Background: an optimization exercise with open tools, aiming at a short achievable clock period and few clock cycles per item. Do not read the settings as production practice. RTL that was checked went through simulation tests only; none was proved equivalent to the original. Power figures rest on the tool's default switching activity, not on a simulated workload.

==> cedar: inputs <==
==> flow/design.v (excerpt) <==
module lc4_superscalar #(
   parameter lc4_pkg::word_t RESET_PC = 16'h8200
) (
   input  logic              gwe,
   input  logic              i_rst,
   output lc4_pkg::word_t    o_cur_pc,
   input  lc4_pkg::word_t    i_insn_a,
   input  lc4_pkg::word_t    i_insn_b,
   output logic              o_wb_we_a,
   output lc4_pkg::reg_sel_t o_wb_rd_a,
   output lc4_pkg::word_t    o_wb_data_a,
   output lc4_pkg::word_t    o_wb_pc_a,
   output logic              o_wb_we_b,
   output lc4_pkg::reg_sel_t o_wb_rd_b,
   output lc4_pkg::word_t    o_wb_data_b,
   output lc4_pkg::word_t    o_wb_pc_b
);
   lc4_pkg::word_t pc, pc_p1, pc_p2;       
   lc4_pkg::word_t pc_p3, pc_p4;
   lc4_pkg::word_t d_insn_a, d_insn_b, d_pc_a, d_pc_b;
   logic           d_valid;
   logic           split;
   assign pc_p3 = pc_p2 + 16'd1;
   assign pc_p4 = pc_p2 + 16'd2;
   always_ff @(posedge gwe) begin
      if (i_rst) begin
         pc      <= RESET_PC;
         pc_p1   <= RESET_PC + 16'd1;
         pc_p2   <= RESET_PC + 16'd2;
         d_valid <= 1'b0;
      end else if (split) begin
         pc      <= pc_p1;
         pc_p1   <= pc_p2;
         pc_p2   <= pc_p3;
         d_valid <= 1'b1;
      end else begin
         pc      <= pc_p2;
         pc_p1   <= pc_p3;
         pc_p2   <= pc_p4;
         d_valid <= 1'b1;
      end
   end
   always_ff @(posedge gwe) begin
      if (split) begin
         d_insn_a <= d_insn_b;    
         d_insn_b <= i_insn_a;
         d_pc_a   <= d_pc_b;
         d_pc_b   <= pc;
      end else begin
         d_insn_a <= i_insn_a;
         d_insn_b <= i_insn_b;
         d_pc_a   <= pc;
         d_pc_b   <= pc_p1;
      end
   end
   assign o_cur_pc = pc;
  ...
==> flow/config.mk <==
export PLATFORM = sky130hd
export DESIGN_NAME = lc4_superscalar
export DESIGN_NICKNAME = lc4_superscalar
export VERILOG_FILES = /design/flow/design.v
export SDC_FILE = /design/flow/constraint.sdc
export NUM_CORES = 4
export LEC_CHECK = 0
export ABC_AREA = 1
export ABC_CLOCK_PERIOD_IN_PS = 1800
export CAP_MARGIN = 20
export CORE_MARGIN = 2
export CORE_UTILIZATION = 40
export SETUP_SLACK_MARGIN = 3.2
export SLEW_MARGIN = 20
==> flow/constraint.sdc <==
create_clock -name core_clock -period 5.0 [get_ports {gwe}]
set_input_delay 1.0000 -clock core_clock [delete_from_list [all_inputs] [get_ports {gwe}]]
set_output_delay 1.0000 -clock core_clock [all_outputs]
set_load 0.01 [all_outputs]
run.sh (not shown) runs the stock make flow with config.mk's settings and CLKGATE_MAP_FILE= SYNTH_SCRIPT=/design/flow/synth_recipe.tcl, a recipe that flattens the netlist after the stock synthesis.
==> delta (differences from cedar) <==
--- a/flow/design.v
+++ b/flow/design.v
@@ -46,18 +46,17 @@
    assign o_sub   = arith && !imm_form && i_insn[4];
    assign o_logic = logic_op;
    assign o_or    = logic_op && !imm_form && i_insn[4];
    assign o_imm   = o_const ? {{7{i_insn[8]}}, i_insn[8:0]} : {{11{i_insn[4]}}, i_insn[4:0]};
 endmodule
 module lc4_alu (
-   input  logic [7:0] i_src0, i_src1,
-   input  logic [1:0] i_s1p,        
-   input  logic [1:0] i_s1n,        
+   input  logic [7:0] i_src0, i_src1, i_src2, i_src3,
+   input  logic [3:0] i_s1,         
    input  logic       i_c1_en,      
    input  logic [7:0] i_c1,
-   input  logic [1:0] i_s2,
+   input  logic [3:0] i_s2,
    input  logic       i_c2_en,
    input  logic [7:0] i_c2,
    input  logic       i_cin,
    input  logic       i_sub,
    input  logic       i_logic,
    input  logic       i_or,
@@ -65,20 +64,22 @@
    input  logic [7:0] i_hold,
    output logic [7:0] o_res,
    output logic [7:0] o_res_out,
    output logic [7:0] o_res_hold,
    output logic       o_cout
 );
-   logic [7:0] a, b, sum, lres;
+   logic [7:0] op1, a, b, sum, lres;
    logic [7:0] g0, p0, g1, p1, g2, p2, g3, p3;
    logic [8:0] c;
-   assign a = ({8{i_s1p[0]}} & i_src0) | ({8{i_s1p[1]}} & i_src1) |
-              ({8{i_s1n[0]}} & ~i_src0) | ({8{i_s1n[1]}} & ~i_src1) |
-              ({8{i_c1_en}} & i_c1);
-   assign b = ({8{i_s2[0]}} & i_src0) | ({8{i_s2[1]}} & i_src1) |
-              ({8{i_c2_en}} & i_c2);
+   assign op1 = ({8{i_s1[0]}} & i_src0) | ({8{i_s1[1]}} & i_src1) |
+                ({8{i_s1[2]}} & i_src2) | ({8{i_s1[3]}} & i_src3) |
+                ({8{i_c1_en}} & i_c1);
+   assign b   = ({8{i_s2[0]}} & i_src0) | ({8{i_s2[1]}} & i_src1) |
+                ({8{i_s2[2]}} & i_src2) | ({8{i_s2[3]}} & i_src3) |
+                ({8{i_c2_en}} & i_c2);
+   assign a   = op1 ^ {8{i_sub}};
    assign g0 = a & b;
    assign p0 = a ^ b;
    always_comb begin
       g1 = g0; p1 = p0;
       for (int i = 1; i < 8; i++) begin
          g1[i] = g0[i] | (p0[i] & g0[i-1]);
@@ -96,13 +97,13 @@
       end
    end
    assign c[0] = i_cin;
    assign c[8:1] = g3 | (p3 & {8{i_cin}});
    assign sum    = (p0 ^ {8{i_sub}}) ^ c[7:0];
    assign o_cout = c[8];
-   assign lres   = i_or ? (a | b) : (a & b);    
+   assign lres   = i_or ? (op1 | b) : (op1 & b);
    logic sel_sum, sel_log, out_sum, out_log;
    assign sel_sum = !i_logic;
    assign sel_log = i_logic;
    assign out_sum = i_we && !i_logic;
    assign out_log = i_we && i_logic;
    assign o_res      = ({8{sel_sum}} & sum) | ({8{sel_log}} & lres);
@@ -255,25 +256,13 @@
       .i_rs_b      (rs_b),      .i_rt_b      (rt_b),
       .o_rs_data_a (rf_rs_a),   .o_rt_data_a (rf_rt_a),
       .o_rs_data_b (rf_rs_b),   .o_rt_data_b (rf_rt_b),
       .i_wmask_a   (r_wmask_a), .i_wdata_a   (w_data_a),
       .i_wmask_b   (r_wmask_b), .i_wdata_b   (w_data_b)
    );
-   logic [7:0] m_lo_a, m_lo_b;
-   function automatic logic [15:0] cap_lo(input logic [3:0] s, input logic [15:0] v,
-                                          input logic [7:0] la, input logic [7:0] lb);
-      if (s[3])      cap_lo = {v[15:8], lb};
-      else if (s[2]) cap_lo = {v[15:8], la};
-      else           cap_lo = v;
-   endfunction
    lc4_pkg::word_t c1_a, c2_a, c1_b, c2_b;
-   lc4_pkg::word_t v1_a, v2_a, v1_b, v2_b;
-   assign v1_a = cap_lo(s1_a, c1_a, m_lo_a, m_lo_b);
-   assign v2_a = cap_lo(s2_a, c2_a, m_lo_a, m_lo_b);
-   assign v1_b = cap_lo(s1_b, c1_b, m_lo_a, m_lo_b);
-   assign v2_b = cap_lo(s2_b, c2_b, m_lo_a, m_lo_b);
    always_comb begin
       c1_a = const_a ? 16'h0000 : rf_rs_a;
       c2_a = rt_re_a ? rf_rt_a : imm_a;
       if (const_b)          c1_b = 16'h0000;
       else if (b_rs_from_a) c1_b = imm_a;
       else                  c1_b = rf_rs_b;
@@ -283,13 +272,12 @@
    end
    lc4_pkg::word_t x_pc_a, x_pc_b;
    logic           x_sub_a, x_logic_a, x_or_a, x_sub_b, x_logic_b, x_or_b;
    lc4_pkg::word_t x_c1_a, x_c2_a, x_c1_b, x_c2_b;
    logic [3:0]     x_s1_a, x_s2_a, x_s1_b, x_s2_b;
    logic           x_ce1_a, x_ce2_a, x_ce1_b, x_ce2_b;
-   logic [1:0]     x_s1p_a, x_s1n_a, x_s1p_b, x_s1n_b;
    always_ff @(posedge gwe) begin
       if (i_rst) begin
          x_we_a <= 1'b0;
          x_we_b <= 1'b0;
       end else begin
          x_we_a <= we_a;
@@ -299,40 +287,36 @@
    always_ff @(posedge gwe) begin
       x_rd_a    <= rd_a;      x_rd_b    <= rd_b;
       x_pc_a    <= d_pc_a;    x_pc_b    <= d_pc_b;
       x_sub_a   <= sub_a;     x_sub_b   <= sub_b;
       x_logic_a <= logic_a;   x_logic_b <= logic_b;
       x_or_a    <= or_a;      x_or_b    <= or_b;
-      x_c1_a    <= v1_a ^ {16{sub_a}};  x_c2_a <= v2_a;
-      x_c1_b    <= v1_b ^ {16{sub_b}};  x_c2_b <= v2_b;
+      x_c1_a    <= c1_a;      x_c2_a    <= c2_a;
+      x_c1_b    <= c1_b;      x_c2_b    <= c2_b;
       x_s1_a    <= s1_a;      x_s2_a    <= s2_a;
       x_s1_b    <= s1_b;      x_s2_b    <= s2_b;
-      x_s1n_a   <= s1_a[1:0] & {2{sub_a}};
-      x_s1n_b   <= s1_b[1:0] & {2{sub_b}};
-      x_s1p_a   <= s1_a[1:0] & {2{!sub_a}};
-      x_s1p_b   <= s1_b[1:0] & {2{!sub_b}};
-      x_ce1_a   <= s1_a[1:0] == 2'b0;
-      x_ce2_a   <= s2_a[1:0] == 2'b0;
-      x_ce1_b   <= s1_b[1:0] == 2'b0;
-      x_ce2_b   <= s2_b[1:0] == 2'b0;
+      x_ce1_a   <= s1_a == 4'b0;
+      x_ce2_a   <= s2_a == 4'b0;
+      x_ce1_b   <= s1_b == 4'b0;
+      x_ce2_b   <= s2_b == 4'b0;
    end
-   logic [7:0] r_hi_a, r_hi_b;
+   logic [7:0] m_lo_a, m_lo_b, r_lo_a, r_lo_b, r_hi_a, r_hi_b;
    logic [7:0] lo_a, lo_b;
    logic       co_a, co_b;
    lc4_alu lo_alu_a_i (
-      .i_src0 (m_lo_a), .i_src1 (m_lo_b),
-      .i_s1p (x_s1p_a), .i_s1n (x_s1n_a), .i_c1_en (x_ce1_a), .i_c1 (x_c1_a[7:0]),
-      .i_s2 (x_s2_a[1:0]), .i_c2_en (x_ce2_a), .i_c2 (x_c2_a[7:0]),
+      .i_src0 (m_lo_a), .i_src1 (m_lo_b), .i_src2 (r_lo_a), .i_src3 (r_lo_b),
+      .i_s1 (x_s1_a), .i_c1_en (x_ce1_a), .i_c1 (x_c1_a[7:0]),
+      .i_s2 (x_s2_a), .i_c2_en (x_ce2_a), .i_c2 (x_c2_a[7:0]),
       .i_cin (1'b0), .i_sub (x_sub_a), .i_logic (x_logic_a), .i_or (x_or_a),
       .i_we (1'b0), .i_hold (8'h00),
       .o_res (lo_a), .o_res_out (), .o_res_hold (), .o_cout (co_a)
    );
    lc4_alu lo_alu_b_i (
-      .i_src0 (m_lo_a), .i_src1 (m_lo_b),
-      .i_s1p (x_s1p_b), .i_s1n (x_s1n_b), .i_c1_en (x_ce1_b), .i_c1 (x_c1_b[7:0]),
-      .i_s2 (x_s2_b[1:0]), .i_c2_en (x_ce2_b), .i_c2 (x_c2_b[7:0]),
+      .i_src0 (m_lo_a), .i_src1 (m_lo_b), .i_src2 (r_lo_a), .i_src3 (r_lo_b),
+      .i_s1 (x_s1_b), .i_c1_en (x_ce1_b), .i_c1 (x_c1_b[7:0]),
+      .i_s2 (x_s2_b), .i_c2_en (x_ce2_b), .i_c2 (x_c2_b[7:0]),
       .i_cin (1'b0), .i_sub (x_sub_b), .i_logic (x_logic_b), .i_or (x_or_b),
       .i_we (1'b0), .i_hold (8'h00),
       .o_res (lo_b), .o_res_out (), .o_res_hold (), .o_cout (co_b)
    );
    function automatic logic [7:0] recap(input logic [3:0] s, input logic [7:0] c,
                                         input logic [7:0] ra, input logic [7:0] rb);
@@ -360,47 +344,49 @@
       m_pc_a    <= x_pc_a;     m_pc_b    <= x_pc_b;
       m_sub_a   <= x_sub_a;    m_sub_b   <= x_sub_b;
       m_logic_a <= x_logic_a;  m_logic_b <= x_logic_b;
       m_or_a    <= x_or_a;     m_or_b    <= x_or_b;
       m_lo_a    <= lo_a;       m_lo_b    <= lo_b;
       m_co_a    <= co_a;       m_co_b    <= co_b;
-      m_c1_a    <= recap(x_s1_a, x_c1_a[15:8], r_hi_a ^ {8{x_sub_a}}, r_hi_b ^ {8{x_sub_a}});
+      m_c1_a    <= recap(x_s1_a, x_c1_a[15:8], r_hi_a, r_hi_b);
       m_c2_a    <= recap(x_s2_a, x_c2_a[15:8], r_hi_a, r_hi_b);
-      m_c1_b    <= recap(x_s1_b, x_c1_b[15:8], r_hi_a ^ {8{x_sub_b}}, r_hi_b ^ {8{x_sub_b}});
+      m_c1_b    <= recap(x_s1_b, x_c1_b[15:8], r_hi_a, r_hi_b);
       m_c2_b    <= recap(x_s2_b, x_c2_b[15:8], r_hi_a, r_hi_b);
       m_s1_a    <= x_s1_a[1:0];  m_s2_a <= x_s2_a[1:0];
       m_s1_b    <= x_s1_b[1:0];  m_s2_b <= x_s2_b[1:0];
       m_ce1_a   <= x_s1_a[1:0] == 2'b0;
       m_ce2_a   <= x_s2_a[1:0] == 2'b0;
       m_ce1_b   <= x_s1_b[1:0] == 2'b0;
       m_ce2_b   <= x_s2_b[1:0] == 2'b0;
    end
    logic [7:0] hi_a, hi_b, hi_out_a, hi_out_b, hi_w_a, hi_w_b;
    lc4_alu hi_alu_a_i (
-      .i_src0 (r_hi_a), .i_src1 (r_hi_b),
-      .i_s1p (m_s1_a & {2{!m_sub_a}}), .i_s1n (m_s1_a & {2{m_sub_a}}), .i_c1_en (m_ce1_a), .i_c1 (m_c1_a),
-      .i_s2 (m_s2_a), .i_c2_en (m_ce2_a), .i_c2 (m_c2_a),
+      .i_src0 (r_hi_a), .i_src1 (r_hi_b), .i_src2 (8'h00), .i_src3 (8'h00),
+      .i_s1 ({2'b00, m_s1_a}), .i_c1_en (m_ce1_a), .i_c1 (m_c1_a),
+      .i_s2 ({2'b00, m_s2_a}), .i_c2_en (m_ce2_a), .i_c2 (m_c2_a),
       .i_cin (m_co_a), .i_sub (m_sub_a), .i_logic (m_logic_a), .i_or (m_or_a),
       .i_we (m_we_a), .i_hold (w_data_a[15:8]),
       .o_res (hi_a), .o_res_out (hi_out_a), .o_res_hold (hi_w_a), .o_cout ()
    );
    lc4_alu hi_alu_b_i (
-      .i_src0 (r_hi_a), .i_src1 (r_hi_b),
-      .i_s1p (m_s1_b & {2{!m_sub_b}}), .i_s1n (m_s1_b & {2{m_sub_b}}), .i_c1_en (m_ce1_b), .i_c1 (m_c1_b),
-      .i_s2 (m_s2_b), .i_c2_en (m_ce2_b), .i_c2 (m_c2_b),
+      .i_src0 (r_hi_a), .i_src1 (r_hi_b), .i_src2 (8'h00), .i_src3 (8'h00),
+      .i_s1 ({2'b00, m_s1_b}), .i_c1_en (m_ce1_b), .i_c1 (m_c1_b),
+      .i_s2 ({2'b00, m_s2_b}), .i_c2_en (m_ce2_b), .i_c2 (m_c2_b),
       .i_cin (m_co_b), .i_sub (m_sub_b), .i_logic (m_logic_b), .i_or (m_or_b),
       .i_we (m_we_b), .i_hold (w_data_b[15:8]),
       .o_res (hi_b), .o_res_out (hi_out_b), .o_res_hold (hi_w_b), .o_cout ()
    );
    always_ff @(posedge gwe) begin
       for (int i = 0; i < 8; i++) begin
          r_wmask_a[i] <= !i_rst && m_we_a && (m_rd_a == 3'(i));
          r_wmask_b[i] <= !i_rst && m_we_b && (m_rd_b == 3'(i));
       end
       r_hi_a   <= hi_a;
       r_hi_b   <= hi_b;
+      r_lo_a   <= m_lo_a;
+      r_lo_b   <= m_lo_b;
       w_data_a <= {hi_w_a, m_we_a ? m_lo_a : w_data_a[7:0]};
       w_data_b <= {hi_w_b, m_we_b ? m_lo_b : w_data_b[7:0]};
    end
    always_ff @(posedge gwe) begin
       if (i_rst) begin
          o_wb_we_a <= 1'b0;
==> flow/config.mk (replaced) <==
export PLATFORM = sky130hd
export DESIGN_NAME = lc4_superscalar
export DESIGN_NICKNAME = lc4_superscalar
export VERILOG_FILES = /design/flow/design.v
export SDC_FILE = /design/flow/constraint.sdc
export NUM_CORES = 4
export LEC_CHECK = 0
export ABC_CLOCK_PERIOD_IN_PS = 1800
export CAP_MARGIN = 20
export CORE_MARGIN = 2
export CORE_UTILIZATION = 40
export SETUP_SLACK_MARGIN = 3.2
export SLEW_MARGIN = 20
==> pepper (differences from cedar) <==
--- a/flow/design.v
+++ b/flow/design.v
@@ -107,44 +107,52 @@
    assign out_log = i_we && i_logic;
    assign o_res      = ({8{sel_sum}} & sum) | ({8{sel_log}} & lres);
    assign o_res_out  = ({8{out_sum}} & sum) | ({8{out_log}} & lres);
    assign o_res_hold = o_res_out | ({8{!i_we}} & i_hold);
 endmodule
 module lc4_regfile_dual (
-   input  logic              gwe,
-   input  logic              i_rst,
-   input  lc4_pkg::reg_sel_t i_rs_a,
-   input  lc4_pkg::reg_sel_t i_rt_a,
-   input  lc4_pkg::reg_sel_t i_rs_b,
-   input  lc4_pkg::reg_sel_t i_rt_b,
-   output lc4_pkg::word_t    o_rs_data_a,
-   output lc4_pkg::word_t    o_rt_data_a,
-   output lc4_pkg::word_t    o_rs_data_b,
-   output lc4_pkg::word_t    o_rt_data_b,
-   input  logic [7:0]        i_wmask_a,
-   input  lc4_pkg::word_t    i_wdata_a,
-   input  logic [7:0]        i_wmask_b,
-   input  lc4_pkg::word_t    i_wdata_b
+   input  logic           gwe,
+   input  logic           i_rst,
+   input  logic [7:0]     i_rs_a,       
+   input  logic [7:0]     i_rt_a,
+   input  logic [7:0]     i_rs_b,
+   input  logic [7:0]     i_rt_b,
+   output lc4_pkg::word_t o_rs_data_a,
+   output lc4_pkg::word_t o_rt_data_a,
+   output lc4_pkg::word_t o_rs_data_b,
+   output lc4_pkg::word_t o_rt_data_b,
+   input  logic [7:0]     i_wmask_a,
+   input  lc4_pkg::word_t i_wdata_a,
+   input  logic [7:0]     i_wmask_b,
+   input  lc4_pkg::word_t i_wdata_b
 );
    lc4_pkg::word_t regs [0:lc4_pkg::NUM_REGS-1];
-   function automatic logic [15:0] rd_fwd(input logic [2:0] sel);
-      if (i_wmask_b[sel])      rd_fwd = i_wdata_b;
-      else if (i_wmask_a[sel]) rd_fwd = i_wdata_a;
-      else                     rd_fwd = regs[sel];
+   lc4_pkg::word_t view [0:lc4_pkg::NUM_REGS-1];    
+   always_comb begin
+      for (int i = 0; i < lc4_pkg::NUM_REGS; i++) begin
+         if (i_wmask_b[i])      view[i] = i_wdata_b;
+         else if (i_wmask_a[i]) view[i] = i_wdata_a;
+         else                   view[i] = regs[i];
+      end
+   end
+   function automatic logic [15:0] rd_oh(input logic [7:0] sel);
+      rd_oh = '0;
+      for (int i = 0; i < lc4_pkg::NUM_REGS; i++) begin
+         rd_oh = rd_oh | ({16{sel[i]}} & view[i]);
+      end
    endfunction
    always_comb begin
-      o_rs_data_a = rd_fwd(i_rs_a);
-      o_rt_data_a = rd_fwd(i_rt_a);
-      o_rs_data_b = rd_fwd(i_rs_b);
-      o_rt_data_b = rd_fwd(i_rt_b);
+      o_rs_data_a = rd_oh(i_rs_a);
+      o_rt_data_a = rd_oh(i_rt_a);
+      o_rs_data_b = rd_oh(i_rs_b);
+      o_rt_data_b = rd_oh(i_rt_b);
    end
    always_ff @(posedge gwe) begin
       for (int i = 0; i < lc4_pkg::NUM_REGS; i++) begin
-         if (i_rst)             regs[i] <= '0;
-         else if (i_wmask_b[i]) regs[i] <= i_wdata_b;   
-         else if (i_wmask_a[i]) regs[i] <= i_wdata_a;
+         if (i_rst) regs[i] <= '0;
+         else       regs[i] <= view[i];
       end
    end
 endmodule
 module lc4_superscalar #(
    parameter lc4_pkg::word_t RESET_PC = 16'h8200
 ) (
@@ -184,23 +192,35 @@
          pc      <= pc_p2;
          pc_p1   <= pc_p3;
          pc_p2   <= pc_p4;
          d_valid <= 1'b1;
       end
    end
+   logic [7:0] d_rs_oh_a, d_rt_oh_a, d_rs_oh_b, d_rt_oh_b;
+   function automatic logic [7:0] onehot(input logic [2:0] r);
+      onehot = 8'b1 << r;
+   endfunction
    always_ff @(posedge gwe) begin
       if (split) begin
-         d_insn_a <= d_insn_b;    
-         d_insn_b <= i_insn_a;
-         d_pc_a   <= d_pc_b;
-         d_pc_b   <= pc;
+         d_insn_a  <= d_insn_b;    
+         d_insn_b  <= i_insn_a;
+         d_rs_oh_a <= d_rs_oh_b;
+         d_rt_oh_a <= d_rt_oh_b;
+         d_rs_oh_b <= onehot(i_insn_a[8:6]);
+         d_rt_oh_b <= onehot(i_insn_a[2:0]);
+         d_pc_a    <= d_pc_b;
+         d_pc_b    <= pc;
       end else begin
-         d_insn_a <= i_insn_a;
-         d_insn_b <= i_insn_b;
-         d_pc_a   <= pc;
-         d_pc_b   <= pc_p1;
+         d_insn_a  <= i_insn_a;
+         d_insn_b  <= i_insn_b;
+         d_rs_oh_a <= onehot(i_insn_a[8:6]);
+         d_rt_oh_a <= onehot(i_insn_a[2:0]);
+         d_rs_oh_b <= onehot(i_insn_b[8:6]);
+         d_rt_oh_b <= onehot(i_insn_b[2:0]);
+         d_pc_a    <= pc;
+         d_pc_b    <= pc_p1;
       end
    end
    assign o_cur_pc = pc;
    lc4_pkg::reg_sel_t rs_a, rt_a, rd_a, rs_b, rt_b, rd_b;
    logic              rs_re_a, rt_re_a, dwe_a, const_a, sub_a, logic_a, or_a;
    logic              rs_re_b, rt_re_b, dwe_b, const_b, sub_b, logic_b, or_b;
@@ -248,14 +268,14 @@
    end
    logic [7:0]     r_wmask_a, r_wmask_b;
    lc4_pkg::word_t w_data_a, w_data_b;
    lc4_pkg::word_t rf_rs_a, rf_rt_a, rf_rs_b, rf_rt_b;
    lc4_regfile_dual regfile_i (
       .gwe         (gwe),       .i_rst       (i_rst),
-      .i_rs_a      (rs_a),      .i_rt_a      (rt_a),
-      .i_rs_b      (rs_b),      .i_rt_b      (rt_b),
+      .i_rs_a      (d_rs_oh_a), .i_rt_a      (d_rt_oh_a),
+      .i_rs_b      (d_rs_oh_b), .i_rt_b      (d_rt_oh_b),
       .o_rs_data_a (rf_rs_a),   .o_rt_data_a (rf_rt_a),
       .o_rs_data_b (rf_rs_b),   .o_rt_data_b (rf_rt_b),
       .i_wmask_a   (r_wmask_a), .i_wdata_a   (w_data_a),
       .i_wmask_b   (r_wmask_b), .i_wdata_b   (w_data_b)
    );
    logic [7:0] m_lo_a, m_lo_b;
--- a/flow/config.mk
+++ b/flow/config.mk
@@ -7,8 +7,11 @@
 export LEC_CHECK = 0
 export ABC_AREA = 1
 export ABC_CLOCK_PERIOD_IN_PS = 1800
 export CAP_MARGIN = 20
 export CORE_MARGIN = 2
 export CORE_UTILIZATION = 40
+export CTS_BUF_LIST = sky130_fd_sc_hd__clkbuf_16
+export CTS_CLUSTER_DIAMETER = 60
+export CTS_CLUSTER_SIZE = 30
 export SETUP_SLACK_MARGIN = 3.2
 export SLEW_MARGIN = 20
==> qor summary <==
quantity                                                                                 cedar                   pepper                    delta
Run status                                                             complete, no violations  complete, no violations  complete, no violations
Clock net sink count                                                                       623                      655                      631
Part of the total power dissipated in the clock network                                  40.5%                    40.5%                    41.4%
Cell area after synthesis                                                            31900 µm²                31300 µm²                29900 µm²
Initial drt markers                                                                       5629                     4516                     3590
Number of sequential cells                                                                 623                      655                      631
Synthesized-area fraction occupied by adder cells                                        2.63%                    2.68%                    2.15%
Instance area after placement                                                        34100 µm²                33200 µm²                32000 µm²
Antenna diodes                                                                               0                        1                        0
Transition time at the pin with the least slew margin                                 0.888 ns                 0.949 ns                 0.862 ns
Standby leakage power                                                                  20.9 nW                  20.2 nW                  16.4 nW
Tapcells inserted                                                                         1050                     1040                      969
Average wire length per cell after detail routing                                      26.0 µm                  24.0 µm                  24.8 µm
Count of buffering cells on the critical path with inverters included                        9                        5                        0
Biggest consumer                                                                         clock         sequential cells         sequential cells
Multi-input combinational gate total                                                      3091                     3118                     2377
Layout non-clock buf frac                                                                15.9%                    15.2%                    14.3%
Wl on met1                                                                            59100 µm                 54600 µm                 47100 µm
Worst hold-check slack                                                                0.323 ns                 0.318 ns                 0.324 ns
Std-Cell Core Area                                                                   79000 µm²                77500 µm²                74200 µm²
Share of final layout cell area taken by clock buffers and inverters                     5.64%                    4.32%                    5.42%
Post-Syn Area per Cell                                                                7.06 µm²                 7.04 µm²                 8.85 µm²
Testbench counts of delta, summed over its fixed seeds: cycles 7,144, insns 12,800.
For cedar and pepper, only the layout was checked, not whether the RTL still works.

==> separate check: timing with driven ports <==
Ports are ideal in the flow. The routed layouts listed here were re-timed in OpenROAD. Step 1 sets driving cells, clkbuf_16 on the clock port and buf_2 on the other inputs (assumed; they add their load-dependent delay and slew). Step 2 adds t to the input delays and takes it off the output delays; t is the mean of the earliest and latest rising clock arrival at the registers after step 1. Input paths then give back, and output paths get back, about the clock's delay inside the block. Slacks: ideal / step 1 / step 2; pairs: ideal / step 1.
| run | t, ns | setup WS [ns] | worst hold slack (ns) | worst register clock-pin slew, ns | cell pins on the clock port's net |
|---|---|---|---|---|---|
| cedar | 0.748 | 2.348 / 2.348 / 2.348 | 0.323 / 0.323 / 0.323 | 0.11 / 0.11 | 1 |
| delta | 0.688 | 2.156 / 2.156 / 2.156 | 0.324 / 0.324 / 0.324 | 0.07 / 0.07 | 1 |
| pepper | 0.729 | 2.440 / 2.440 / 2.192 | 0.318 / 0.318 / 0.318 | 0.11 / 0.11 | 1 |
After both steps setup and hold are still met in every run listed. The setup slack of pepper, which loses most, moves by 0.000 ns with the drivers and by -0.248 ns with both steps.
